From an optimization exercise on the open Yosys and OpenROAD flow, aimed at small area, a short achievable clock period and few clock cycles; shortcuts taken in it are not production practice. RTL that was checked went through simulation tests only; none was proved equivalent to the original. No activity file was given, so power comes from the tool's default toggle rates.

## run A
## scancode_line_editor_core
module scancode_line_editor_core #(
  parameter int TERMINALS  = 3,
  parameter int LINE_BYTES = 128
) (
  input  logic        clk,
  input  logic        rst,
  input  logic        s_tvalid,
  output logic        s_tready,
  input  logic [23:0] s_tdata,    
  input  logic        s_tuser,    
  output logic        m_tvalid,
  input  logic        m_tready,
  output logic [23:0] m_tdata,    
  output logic [2:0]  m_tuser,    
  input  logic        psel,
  input  logic        penable,
  input  logic        pwrite,
  input  logic [2:0]  paddr,
  input  logic [31:0] pwdata,
  output logic [31:0] prdata,
  output logic        pready
);
  function automatic [7:0] scan_key;
    input logic [7:0] code;
    input logic       shift;
    input logic       caps;
    logic [7:0] lo;
    logic [7:0] hi;
    logic       letter;
    logic       sel;
    begin
      {lo, hi, letter} = {8'h00, 8'h00, 1'b0};
      case (code)
        8'h02: {lo, hi, letter} = {"1", "!", 1'b0};
        8'h03: {lo, hi, letter} = {"2", "@", 1'b0};
        8'h04: {lo, hi, letter} = {"3", "#", 1'b0};
        8'h05: {lo, hi, letter} = {"4", "$", 1'b0};
        8'h06: {lo, hi, letter} = {"5", "%", 1'b0};
        8'h07: {lo, hi, letter} = {"6", "^", 1'b0};
        8'h08: {lo, hi, letter} = {"7", "&", 1'b0};
        8'h09: {lo, hi, letter} = {"8", "*", 1'b0};
        8'h0A: {lo, hi, letter} = {"9", "(", 1'b0};
  ...
Size: roughly 8800 cells after synthesis, about 3000 flip-flops, ~130 I/O pins.
clock: 12.0 ns
lec_check: 0
cap_margin: 20
core_margin: 2
core_utilization: 50
cts_buf_list: sky130_fd_sc_hd__clkbuf_16
cts_cluster_diameter: 50
cts_cluster_size: 20
place_density: 0.75
setup_slack_margin: 5
slew_margin: 20
synth_hierarchical: 1
tns_end_percent: 100
standard.sh (not shown) runs the stock make flow with config.mk's settings and CLKGATE_MAP_FILE= SYNTH_SCRIPT=/design/flow/synth_recipe.tcl, a recipe that flattens the netlist after the stock synthesis.
==> flow/flow/run.sh <==
#!/bin/bash
set -euo pipefail
bash standard.sh SETUP_SLACK_MARGIN=8.8 MATCH_CELL_FOOTPRINT=0 \
  BUFFER_PORTS_ARGS="-buffer_cell sky130_fd_sc_hd__buf_4" finish > make_finish.log 2>&1
Testbench counts of run A, summed over its fixed seeds: cycles 32,111.
Setup changes, run A to run B
==> flow/flow/run.sh <==
#!/bin/bash
set -euo pipefail
bash standard.sh SETUP_SLACK_MARGIN=8.5 MATCH_CELL_FOOTPRINT=0 \
  BUFFER_PORTS_ARGS="-buffer_cell sky130_fd_sc_hd__buf_4" finish > make_finish.log 2>&1
## What came out
- Fraction of the yosys area taken by sequential cells delta (run B -> run A): insignificant
- Any difference in global-route wire length before repair between run B and run A is small enough to ignore.
- Number of instances resized during post-cts repair, run B and run A: higher on run A
- Run B has more setup slack than run A.
- Between run A and run B, met2 wire length decreased.
- Any difference in sequential cell area in the final layout between run A and run B is small enough to ignore.
- Comparing run B and run A, buffers inserted during post-CTS setup optimization is higher on run A.
- Compared with run A, run B shows number of fill cells that has gone up slightly.
Setup changes, run B to run C
==> flow/flow/run.sh <==
#!/bin/bash
set -euo pipefail
bash standard.sh SETUP_SLACK_MARGIN=8.2 MATCH_CELL_FOOTPRINT=0 \
  BUFFER_PORTS_ARGS="-buffer_cell sky130_fd_sc_hd__buf_4" finish > make_finish.log 2>&1
- Of the two values seen for cell with the biggest individual delay on the critical path, o21ai_1 was produced by run C and dfxtp_2 by run B.
- Run C against run B: count of clock buffers in the final design climbed 6.6%, power density relative to cell area climbed 2.2%, worst slack on hold paths climbed 0.0034 ns, wire length dropped 0.42%, non-clock buffer count dropped 2.


## the previous run
scancode_line_editor_core, a different RTL version from the one above (not shown whole).
Size in the first run: about 8700 cells after synthesis, roughly 130 I/O pins, about 100000 um2 of cells after synthesis.
clock: 12.0 ns
lec_check: 0
cap_margin: 20
core_margin: 2
core_utilization: 50
cts_buf_list: sky130_fd_sc_hd__clkbuf_16
cts_cluster_diameter: 50
cts_cluster_size: 20
place_density: 0.75
setup_slack_margin: 5
slew_margin: 20
synth_hierarchical: 1
tns_end_percent: 100
==> flow/flow/run.sh <==
#!/bin/bash
set -euo pipefail
bash standard.sh SETUP_SLACK_MARGIN=8.45 MATCH_CELL_FOOTPRINT=0 \
  BUFFER_PORTS_ARGS="-buffer_cell sky130_fd_sc_hd__buf_4" finish > make_finish.log 2>&1
Testbench counts of the previous run, summed over its fixed seeds: cycles 32,102.
Relative to the previous run, the following input files were edited for the current run:
==> flow/flow/run.sh <==
#!/bin/bash
set -euo pipefail
bash standard.sh SETUP_SLACK_MARGIN=8.2 MATCH_CELL_FOOTPRINT=0 \
  BUFFER_PORTS_ARGS="-buffer_cell sky130_fd_sc_hd__buf_4" finish > make_finish.log 2>&1
Per the comparison of the current run with the previous run, first-pass GRT wire length dropped 7000 um, count of inserted antenna diode cells dropped 3, final area dropped about 1.2%, global-route usage dropped 0.60 points, critical path required time climbed 3.02 ns.
Looking at cell with the largest stage delay on the worst path, the sky130_fd_sc_hd__nor4_4 result is from the current run; the sky130_fd_sc_hd__dfxtp_4 one comes from the previous run.
Growth of design area from synthesis to finish in the current run is 1.4 points below the previous run.


Another version of the RTL of scancode_line_editor_core (not shown whole).
Size: ~9,000 cells after synthesis, roughly 130 I/O pins.
export LEC_CHECK = 0
export CAP_MARGIN = 20
export CORE_MARGIN = 2
export CORE_UTILIZATION = 40
export SETUP_SLACK_MARGIN = 5
export SLEW_MARGIN = 20
export SYNTH_HIERARCHICAL = 1
export TNS_END_PERCENT = 100
create_clock -name core_clock -period 12.0 [get_ports {clk}]
run.sh (not shown) runs the stock make flow with config.mk's settings and CLKGATE_MAP_FILE= SYNTH_SCRIPT=/design/flow/synth_recipe.tcl, a recipe that flattens the netlist after the stock synthesis.
Stock flow here: none of the scripts above is used.
Change:
==> flow/flow/run.sh (new file) <==
#!/bin/bash
set -euo pipefail
bash standard.sh SETUP_SLACK_MARGIN=8.5 finish > make_finish.log 2>&1
==> flow/standard.sh (new file) <==
#!/bin/bash
# synth_recipe.tcl (not shown) runs the flow's synth.tcl, then flattens the netlist and writes it again
# the make line also repeats each setting of config.mk as NAME=value (left out here)
make -C /OpenROAD-flow-scripts/flow DESIGN_CONFIG=/design/flow/config.mk WORK_HOME=/design/flow/orfs CLKGATE_MAP_FILE= SYNTH_SCRIPT=/design/flow/synth_recipe.tcl "${@:-finish}"
removed: flow/run.sh
What happened: The changed run completed without violations. Final cell count rose by 1.4%. Wire length climbs by 4.0%. Worst setup slack is better by 1.9 ns. Maximum frequency goes up by about 40%. Clock power rises by about 0.8%. Register-to-register slack improves by 1.9 ns. Sequential power barely changes. Hold slack hardly moves. Core utilization went up by 1.5 points. Die area does not change. Via count increases by 1.5%.
No run of this note included a check of the RTL's function; only the layout flow was run.

## afterwards: timing with drivers on the ports
The results above use ideal ports. As a check the final layouts listed here were re-extracted and re-timed, cells and wires unchanged. Step 1 (the two cells are an assumption about what drives the block):
set clk [get_ports {clk}]
set_driving_cell -lib_cell sky130_fd_sc_hd__clkbuf_16 $clk
set_driving_cell -lib_cell sky130_fd_sc_hd__buf_2 [delete_from_list [all_inputs] $clk]
Step 2 also shifts input and output timing later by t, the mid clock arrival at the registers, as if the neighbouring blocks saw the same clock. Three values: ideal, step 1, step 2; two values: the first two.
run	shift t [ns]	setup slack, ns	worst hold slack (ns)	worst setup path at the end	worst data-port slew with drivers (ns)
run A	0.958	8.261 / 8.174 / 7.917	0.387 / 0.387 / 0.387	input to register	0.05
run B	0.966	8.266 / 8.168 / 7.645	0.379 / 0.379 / 0.379	input to register	0.05
run C	0.984	7.885 / 7.885 / 7.528	0.383 / 0.383 / 0.383	input to register	0.14
the previous run	0.952	8.237 / 8.147 / 7.476	0.363 / 0.363 / 0.363	input to register	0.09
the current run	0.959	8.059 / 8.059 / 7.411	0.374 / 0.374 / 0.374	input to register	0.09
the first run of note 3	1.010	5.312 / 5.312 / 5.312	0.359 / 0.359 / 0.359	register to register	0.05
the second run of note 3	1.022	7.242 / 7.242 / 7.242	0.356 / 0.356 / 0.356	register to register	0.04
After both steps setup and hold are still met in every run listed. The setup slack of the previous run, which loses most, moves by -0.090 ns with the drivers and by -0.761 ns with both steps.
